Background: an optimization exercise with open tools, aiming at small area. Do not read the settings as production practice.
Function was checked by simulation only, so behaviour that the tests miss may differ from the original.
No activity file was given, so power comes from the tool's default toggle rates.

Setup of the reference run:
==> module fetch_unit, before the edit <==
module fetch_unit #(
    parameter int                          BUF_DEPTH      = 8,
    parameter int                          DECODE_CREDITS = 4,
    parameter logic [fetch_pkg::xlen-1:0]  RESET_PC       = '0
) (
    input  logic                       clock,
    input  logic                       reset,
    input  fetch_pkg::redirect_t       resolved_branch,
    input  fetch_pkg::redirect_t       predicted_branch,
    input  fetch_pkg::icache_rsp_t     icache_rsp,
    input  logic                       credit_return,
    output logic                       icache_req,
    output logic [fetch_pkg::xlen-1:0] icache_addr,
    output fetch_pkg::fetch_packet_t   issue_packet
);
    localparam int xlen  = fetch_pkg::xlen;
    localparam int crd_w = $clog2(DECODE_CREDITS + 1);
    logic [xlen-1:0]  inst_q [0:BUF_DEPTH-1];
    logic [xlen-1:0]  pc_q   [0:BUF_DEPTH-1];
    logic [BUF_DEPTH:0] occ;
    logic             busy;
    logic             idle;
    logic             held;
    logic [crd_w-1:0] used;
    logic             issue_valid;
    logic             flush;
    logic             fetch_start;
    logic             stay;
    logic [xlen-1:0]  start_pc;
    logic             pop;
    logic             live;
    logic             empty;
    logic             hi_half;
    logic             lo_half;
    logic [xlen-1:0]  out_pc;
    assign flush = resolved_branch.req;
    assign fetch_start = !reset && !busy && (|occ[BUF_DEPTH-1:0]);
    assign stay        = reset || busy || occ[BUF_DEPTH];
    logic            inc;
    logic [xlen-1:0] seq_pc;
    assign inc    = fetch_start && !held;
    assign seq_pc = {pc_q[0][xlen-1:2] + (xlen-2)'(inc), pc_q[0][1:0]};
    logic sel_res, sel_pred, sel_seq;
    assign sel_res  = !reset && resolved_branch.req;
    assign sel_pred = !resolved_branch.req && predicted_branch.req && inc;
    assign sel_seq  = !reset && !resolved_branch.req && !(predicted_branch.req && inc);
    assign start_pc = (resolved_branch.pc & {xlen{sel_res}})
                    | (predicted_branch.pc & {xlen{sel_pred}})
                    | (seq_pc & {xlen{sel_seq}})
                    | (RESET_PC & {xlen{reset}});
    assign icache_req  = fetch_start;
    assign icache_addr = {start_pc[xlen-1:3], 3'b000};
    always_ff @(posedge clock) begin
        if (reset) begin
            idle <= 1'b1;
        end else if (fetch_start) begin
            idle <= 1'b0;
        end else if (icache_rsp.valid) begin
            idle <= 1'b1;
        end
    end
    always_ff @(posedge clock) begin
        if (reset) begin
            busy <= 1'b0;
            held <= 1'b1;
        end else begin
            if (fetch_start) begin
                busy <= 1'b1;
                held <= 1'b0;
            end else begin
                if (icache_rsp.valid) busy <= 1'b0;
                if (resolved_branch.req) held <= 1'b1;
            end
        end
    end
    assign hi_half = pc_q[0][2];
    always_ff @(posedge clock) begin
        lo_half <= !start_pc[2];
    end
    always_ff @(posedge clock) begin
        pc_q[0] <= start_pc;
    end
    always_ff @(posedge clock) begin
        inst_q[0] <= (icache_rsp.data[2*xlen-1:xlen] & {xlen{icache_rsp.valid && hi_half}})
                   | (icache_rsp.data[xlen-1:0] & {xlen{icache_rsp.valid && lo_half}})
                   | (inst_q[0] & {xlen{idle}});
    end
    always_ff @(posedge clock) begin
        for (int k = 1; k < BUF_DEPTH; k++) begin
            pc_q[k]   <= (pc_q[k-1] & {xlen{fetch_start}})   | (pc_q[k] & {xlen{stay}});
            inst_q[k] <= (inst_q[k-1] & {xlen{fetch_start}}) | (inst_q[k] & {xlen{stay}});
        end
    end
    assign live  = busy && !held;
    assign empty = occ[0] || (occ[1] && live);
    assign pop   = !empty && !used[crd_w-1] && !flush;
    always_ff @(posedge clock) begin
        if (reset) begin
            occ <= (BUF_DEPTH+1)'(1);
        end else if (flush) begin
            occ <= fetch_start ? (BUF_DEPTH+1)'(2) : (BUF_DEPTH+1)'(1);
        end else if (fetch_start && !pop) begin
            occ <= {occ[BUF_DEPTH-1:0], 1'b0};
        end else if (pop && !fetch_start) begin
            occ <= {1'b0, occ[BUF_DEPTH:1]};
        end
    end
    always_ff @(posedge clock) begin
        if (reset) begin
            used <= '0;
        end else begin
            case ({pop, credit_return})
                2'b10:   used <= used + 1'b1;
                2'b01:   used <= used - 1'b1;
                default: used <= used;
            endcase
        end
    end
    always_ff @(posedge clock) begin
        if (reset) begin
            issue_valid <= 1'b0;
        end else begin
            issue_valid <= pop;
        end
    end
    logic [xlen-1:0] out_inst;
    always_comb begin
        out_pc   = '0;
        out_inst = '0;
        for (int k = 0; k < BUF_DEPTH; k++) begin
            out_pc   = out_pc   | (pc_q[k]   & {xlen{occ[k]}});
            out_inst = out_inst | (inst_q[k] & {xlen{occ[k]}});
        end
    end
    always_comb begin
        issue_packet.inst  = out_inst;
        issue_packet.pc    = out_pc;
        issue_packet.npc   = out_pc + 32'd4;
        issue_packet.valid = issue_valid;
    end
endmodule
export LEC_CHECK = 0
export CAP_MARGIN = 0
export CORE_MARGIN = 2
export CORE_UTILIZATION = 60
export CTS_BUF_LIST = sky130_fd_sc_hd__clkbuf_16
export CTS_CLUSTER_DIAMETER = 120
export CTS_CLUSTER_SIZE = 28
export SLEW_MARGIN = 0
create_clock -name core_clock -period 6.0 [get_ports {clock}]
standard.sh (not shown) runs the stock make flow with config.mk's settings and CLKGATE_MAP_FILE= SYNTH_SCRIPT=/design/flow/synth_recipe.tcl, a recipe that flattens the netlist after the stock synthesis.
==> flow/flow/run.sh <==
#!/bin/bash
# Standard ORFS layout, with the port buffers made of the smallest buffer cell
# instead of the default pick. Every port still gets its own buffer.
set -euo pipefail
bash standard.sh "BUFFER_PORTS_ARGS=-buffer_cell sky130_fd_sc_hd__buf_1" finish > make_finish.log 2>&1
Relative to the reference run, the following input files were edited for the trial run:
--- a/flow/design.v
+++ b/flow/design.v
@@ -33,14 +33,14 @@
     output logic [fetch_pkg::xlen-1:0] icache_addr,
     output fetch_pkg::fetch_packet_t   issue_packet
 );
     localparam int xlen  = fetch_pkg::xlen;
+    localparam int idx_w = $clog2(BUF_DEPTH);
     localparam int crd_w = $clog2(DECODE_CREDITS + 1);
     logic [xlen-1:0]  inst_q [0:BUF_DEPTH-1];
     logic [xlen-1:0]  pc_q   [0:BUF_DEPTH-1];
     logic [BUF_DEPTH:0] occ;
     logic             busy;
-    logic             idle;
     logic             held;
     logic [crd_w-1:0] used;
     logic             issue_valid;
     logic             flush;
@@ -49,10 +49,9 @@
     logic [xlen-1:0]  start_pc;
     logic             pop;
     logic             live;
     logic             empty;
-    logic             hi_half;
-    logic             lo_half;
+    logic [xlen-1:0]  word;
     logic [xlen-1:0]  out_pc;
     assign flush = resolved_branch.req;
     assign fetch_start = !reset && !busy && (|occ[BUF_DEPTH-1:0]);
     assign stay        = reset || busy || occ[BUF_DEPTH];
@@ -71,17 +70,8 @@
     assign icache_req  = fetch_start;
     assign icache_addr = {start_pc[xlen-1:3], 3'b000};
     always_ff @(posedge clock) begin
         if (reset) begin
-            idle <= 1'b1;
-        end else if (fetch_start) begin
-            idle <= 1'b0;
-        end else if (icache_rsp.valid) begin
-            idle <= 1'b1;
-        end
-    end
-    always_ff @(posedge clock) begin
-        if (reset) begin
             busy <= 1'b0;
             held <= 1'b1;
         end else begin
             if (fetch_start) begin
@@ -92,19 +82,14 @@
                 if (resolved_branch.req) held <= 1'b1;
             end
         end
     end
-    assign hi_half = pc_q[0][2];
-    always_ff @(posedge clock) begin
-        lo_half <= !start_pc[2];
-    end
+    assign word = pc_q[0][2] ? icache_rsp.data[2*xlen-1:xlen] : icache_rsp.data[xlen-1:0];
     always_ff @(posedge clock) begin
         pc_q[0] <= start_pc;
     end
     always_ff @(posedge clock) begin
-        inst_q[0] <= (icache_rsp.data[2*xlen-1:xlen] & {xlen{icache_rsp.valid && hi_half}})
-                   | (icache_rsp.data[xlen-1:0] & {xlen{icache_rsp.valid && lo_half}})
-                   | (inst_q[0] & {xlen{idle}});
+        inst_q[0] <= (word & {xlen{icache_rsp.valid}}) | (inst_q[0] & {xlen{!busy}});
     end
     always_ff @(posedge clock) begin
         for (int k = 1; k < BUF_DEPTH; k++) begin
             pc_q[k]   <= (pc_q[k-1] & {xlen{fetch_start}})   | (pc_q[k] & {xlen{stay}});
### Flow results
The trial run completed every stage of the flow, and the final layout passed the timing, DRC and antenna checks. Per the comparison of the trial run with the reference run, cell depth of the worst setup path rose by 1, count of flip-flops and latches fell by 0.38%, register-to-register slack rose by 0.14 ns, normalized max-slew margin rose by 3.9 points. When the trial run is measured against the reference run, its area growth from synthesis to final layout turns out 0.21 points lower. Changes observed in the trial run relative to the reference run: worst stage delay on the critical path lower, final standard cell area without fillers higher. The trial run vs the reference run, final worst slack went up by 0.18 ns.

---

Another version of the RTL of fetch_unit (not shown whole).
Size in the first run: roughly 1900 cells after synthesis, roughly 530 flip-flops, ~260 I/O pins.
==> module fetch_unit, before the edit <==
module fetch_unit #(
    parameter int                          BUF_DEPTH      = 8,
    parameter int                          DECODE_CREDITS = 4,
    parameter logic [fetch_pkg::xlen-1:0]  RESET_PC       = '0
) (
    input  logic                       clock,
    input  logic                       reset,
    input  fetch_pkg::redirect_t       resolved_branch,
    input  fetch_pkg::redirect_t       predicted_branch,
    input  fetch_pkg::icache_rsp_t     icache_rsp,
    input  logic                       credit_return,
    output logic                       icache_req,
    output logic [fetch_pkg::xlen-1:0] icache_addr,
    output fetch_pkg::fetch_packet_t   issue_packet
);
    localparam int xlen  = fetch_pkg::xlen;
    localparam int idx_w = $clog2(BUF_DEPTH);
    localparam int crd_w = $clog2(DECODE_CREDITS + 1);
    logic [xlen-1:0]  inst_q [0:BUF_DEPTH-1];
    logic [xlen-1:0]  pc_q   [0:BUF_DEPTH-1];
    logic [BUF_DEPTH:0] occ;
    logic             busy;
    logic             held;
    logic [crd_w-1:0] used;
    logic             issue_valid;
    logic             flush;
    logic             fetch_start;
    logic             stay;
    logic [xlen-1:0]  start_pc;
    logic             pop;
    logic             live;
    logic             empty;
    logic             hi_half;
    logic             lo_half;
    logic [xlen-1:0]  out_pc;
    assign flush = resolved_branch.req;
    assign fetch_start = !reset && !busy && (|occ[BUF_DEPTH-1:0]);
    assign stay        = reset || busy || occ[BUF_DEPTH];
    logic            inc;
    logic [xlen-1:0] seq_pc;
    assign inc    = fetch_start && !held;
    assign seq_pc = {pc_q[0][xlen-1:2] + (xlen-2)'(inc), pc_q[0][1:0]};
    logic sel_res, sel_pred, sel_seq;
    assign sel_res  = !reset && resolved_branch.req;
    assign sel_pred = !resolved_branch.req && predicted_branch.req && inc;
    assign sel_seq  = !reset && !resolved_branch.req && !(predicted_branch.req && inc);
    assign start_pc = (resolved_branch.pc & {xlen{sel_res}})
                    | (predicted_branch.pc & {xlen{sel_pred}})
                    | (seq_pc & {xlen{sel_seq}})
                    | (RESET_PC & {xlen{reset}});
    assign icache_req  = fetch_start;
    assign icache_addr = {start_pc[xlen-1:3], 3'b000};
    always_ff @(posedge clock) begin
        if (reset) begin
            busy <= 1'b0;
            held <= 1'b1;
        end else begin
            if (fetch_start) begin
                busy <= 1'b1;
                held <= 1'b0;
            end else begin
                if (icache_rsp.valid) busy <= 1'b0;
                if (resolved_branch.req) held <= 1'b1;
            end
        end
    end
    assign hi_half = pc_q[0][2];
    always_ff @(posedge clock) begin
        lo_half <= !start_pc[2];
    end
    always_ff @(posedge clock) begin
        pc_q[0] <= start_pc;
    end
    always_ff @(posedge clock) begin
        inst_q[0] <= (icache_rsp.data[2*xlen-1:xlen] & {xlen{icache_rsp.valid && hi_half}})
                   | (icache_rsp.data[xlen-1:0] & {xlen{icache_rsp.valid && lo_half}})
                   | (inst_q[0] & {xlen{!busy}});
    end
    always_ff @(posedge clock) begin
        for (int k = 1; k < BUF_DEPTH; k++) begin
            pc_q[k]   <= (pc_q[k-1] & {xlen{fetch_start}})   | (pc_q[k] & {xlen{stay}});
            inst_q[k] <= (inst_q[k-1] & {xlen{fetch_start}}) | (inst_q[k] & {xlen{stay}});
        end
    end
    assign live  = busy && !held;
    assign empty = occ[0] || (occ[1] && live);
    assign pop   = !empty && !used[crd_w-1] && !flush;
    always_ff @(posedge clock) begin
        if (reset) begin
            occ <= (BUF_DEPTH+1)'(1);
        end else if (flush) begin
            occ <= fetch_start ? (BUF_DEPTH+1)'(2) : (BUF_DEPTH+1)'(1);
        end else if (fetch_start && !pop) begin
            occ <= {occ[BUF_DEPTH-1:0], 1'b0};
        end else if (pop && !fetch_start) begin
            occ <= {1'b0, occ[BUF_DEPTH:1]};
        end
    end
    always_ff @(posedge clock) begin
        if (reset) begin
            used <= '0;
        end else begin
            case ({pop, credit_return})
                2'b10:   used <= used + 1'b1;
                2'b01:   used <= used - 1'b1;
                default: used <= used;
            endcase
        end
    end
    always_ff @(posedge clock) begin
        if (reset) begin
            issue_valid <= 1'b0;
        end else begin
            issue_valid <= pop;
        end
    end
    logic [xlen-1:0] out_inst;
    always_comb begin
        out_pc   = '0;
        out_inst = '0;
        for (int k = 0; k < BUF_DEPTH; k++) begin
            out_pc   = out_pc   | (pc_q[k]   & {xlen{occ[k]}});
            out_inst = out_inst | (inst_q[k] & {xlen{occ[k]}});
        end
    end
    always_comb begin
        issue_packet.inst  = out_inst;
        issue_packet.pc    = out_pc;
        issue_packet.npc   = out_pc + 32'd4;
        issue_packet.valid = issue_valid;
    end
endmodule
==> flow/config.mk <==
export PLATFORM = sky130hd
export DESIGN_NAME = fetch_unit
export DESIGN_NICKNAME = fetch_unit
export VERILOG_FILES = /design/flow/design.v
export SDC_FILE = /design/flow/constraint.sdc
export NUM_CORES = 4
export LEC_CHECK = 0
export CAP_MARGIN = 0
export CORE_MARGIN = 2
export CORE_UTILIZATION = 60
export CTS_BUF_LIST = sky130_fd_sc_hd__clkbuf_16
export CTS_CLUSTER_DIAMETER = 120
export CTS_CLUSTER_SIZE = 28
export SLEW_MARGIN = 0
==> flow/constraint.sdc <==
create_clock -name core_clock -period 6.0 [get_ports {clock}]
set_input_delay 1.2000 -clock core_clock [delete_from_list [all_inputs] [get_ports {clock}]]
set_output_delay 1.2000 -clock core_clock [all_outputs]
set_load 0.01 [all_outputs]
Scripts as last shown in full above: flow/flow/run.sh
Next try:
--- a/flow/design.v
+++ b/flow/design.v
@@ -44,31 +44,25 @@
     logic [crd_w-1:0] used;
     logic             issue_valid;
     logic             flush;
     logic             fetch_start;
-    logic             stay;
     logic [xlen-1:0]  start_pc;
     logic             pop;
     logic             live;
     logic             empty;
-    logic             hi_half;
-    logic             lo_half;
+    logic [xlen-1:0]  word;
     logic [xlen-1:0]  out_pc;
     assign flush = resolved_branch.req;
-    assign fetch_start = !reset && !busy && (|occ[BUF_DEPTH-1:0]);
-    assign stay        = reset || busy || occ[BUF_DEPTH];
-    logic            inc;
+    assign fetch_start = !reset && !busy && !occ[BUF_DEPTH];
     logic [xlen-1:0] seq_pc;
-    assign inc    = fetch_start && !held;
-    assign seq_pc = {pc_q[0][xlen-1:2] + (xlen-2)'(inc), pc_q[0][1:0]};
+    assign seq_pc = {pc_q[0][xlen-1:2] + (xlen-2)'(!held), pc_q[0][1:0]};
     logic sel_res, sel_pred, sel_seq;
-    assign sel_res  = !reset && resolved_branch.req;
-    assign sel_pred = !resolved_branch.req && predicted_branch.req && inc;
-    assign sel_seq  = !reset && !resolved_branch.req && !(predicted_branch.req && inc);
+    assign sel_res  = resolved_branch.req;
+    assign sel_pred = !resolved_branch.req && predicted_branch.req && !held;
+    assign sel_seq  = !resolved_branch.req && !(predicted_branch.req && !held);
     assign start_pc = (resolved_branch.pc & {xlen{sel_res}})
                     | (predicted_branch.pc & {xlen{sel_pred}})
-                    | (seq_pc & {xlen{sel_seq}})
-                    | (RESET_PC & {xlen{reset}});
+                    | (seq_pc & {xlen{sel_seq}});
     assign icache_req  = fetch_start;
     assign icache_addr = {start_pc[xlen-1:3], 3'b000};
     always_ff @(posedge clock) begin
         if (reset) begin
@@ -83,24 +77,25 @@
                 if (resolved_branch.req) held <= 1'b1;
             end
         end
     end
-    assign hi_half = pc_q[0][2];
+    assign word = pc_q[0][2] ? icache_rsp.data[2*xlen-1:xlen] : icache_rsp.data[xlen-1:0];
     always_ff @(posedge clock) begin
-        lo_half <= !start_pc[2];
+        if (reset || fetch_start || resolved_branch.req) begin
+            pc_q[0] <= reset ? RESET_PC : start_pc;
+        end
     end
     always_ff @(posedge clock) begin
-        pc_q[0] <= start_pc;
+        if (icache_rsp.valid) begin
+            inst_q[0] <= word;
+        end
     end
     always_ff @(posedge clock) begin
-        inst_q[0] <= (icache_rsp.data[2*xlen-1:xlen] & {xlen{icache_rsp.valid && hi_half}})
-                   | (icache_rsp.data[xlen-1:0] & {xlen{icache_rsp.valid && lo_half}})
-                   | (inst_q[0] & {xlen{!busy}});
-    end
-    always_ff @(posedge clock) begin
-        for (int k = 1; k < BUF_DEPTH; k++) begin
-            pc_q[k]   <= (pc_q[k-1] & {xlen{fetch_start}})   | (pc_q[k] & {xlen{stay}});
-            inst_q[k] <= (inst_q[k-1] & {xlen{fetch_start}}) | (inst_q[k] & {xlen{stay}});
+        if (fetch_start) begin
+            for (int k = 1; k < BUF_DEPTH; k++) begin
+                pc_q[k]   <= pc_q[k-1];
+                inst_q[k] <= inst_q[k-1];
+            end
         end
     end
     assign live  = busy && !held;
     assign empty = occ[0] || (occ[1] && live);
The changed run finished with timing, DRC and antenna clean.
Hold slack loses 0.025 ns.
Total power went down by 34%.
Wire length went down by 4.0%.
Final area went up by 6.0%.
Count of clock-buffer cells in the layout went down by 1.
Combinational power went down by 78%.

re-timing with driven ports:
In the flow no input, the clock included, has a driving cell. The finished layouts below were timed again as built, in two steps. Step 1: set_driving_cell puts a clkbuf_16 on clock and a buf_2 on each other input, an assumption about the parent block. Step 2 adds t to the input delays and takes it off the output delays; t is the mean of the earliest and latest rising clock arrival at the registers after step 1. Input paths then give back, and output paths get back, about the clock's delay inside the block. Slacks: ideal ports / drivers / drivers and shift; pairs: ideal ports / drivers.
| run | t, ns | setup WS [ns] | worst hold slack (ns) | worst setup path at the end | latest minus earliest clock arrival (ns) |
|---|---|---|---|---|---|
| the reference run | 0.611 | 0.666 / 0.611 / 0.732 | 0.484 / 0.484 / 0.484 | input to output | 0.014 / 0.014 |
| the trial run | 0.617 | 0.847 / 0.797 / 0.828 | 0.477 / 0.477 / 0.477 | input to output | 0.024 / 0.024 |
| the first run of note 2 | 0.606 | 0.792 / 0.739 / 0.877 | 0.478 / 0.478 / 0.478 | input to output | 0.022 / 0.022 |
| the second run of note 2 | 0.615 | 0.776 / 0.719 / 1.335 | 0.453 / 0.453 / 0.453 | register to output | 0.018 / 0.019 |
After both steps every run listed still meets setup and hold. For the trial run, which loses most, drivers alone change the setup slack by -0.050 ns; drivers and shift together by -0.019 ns.
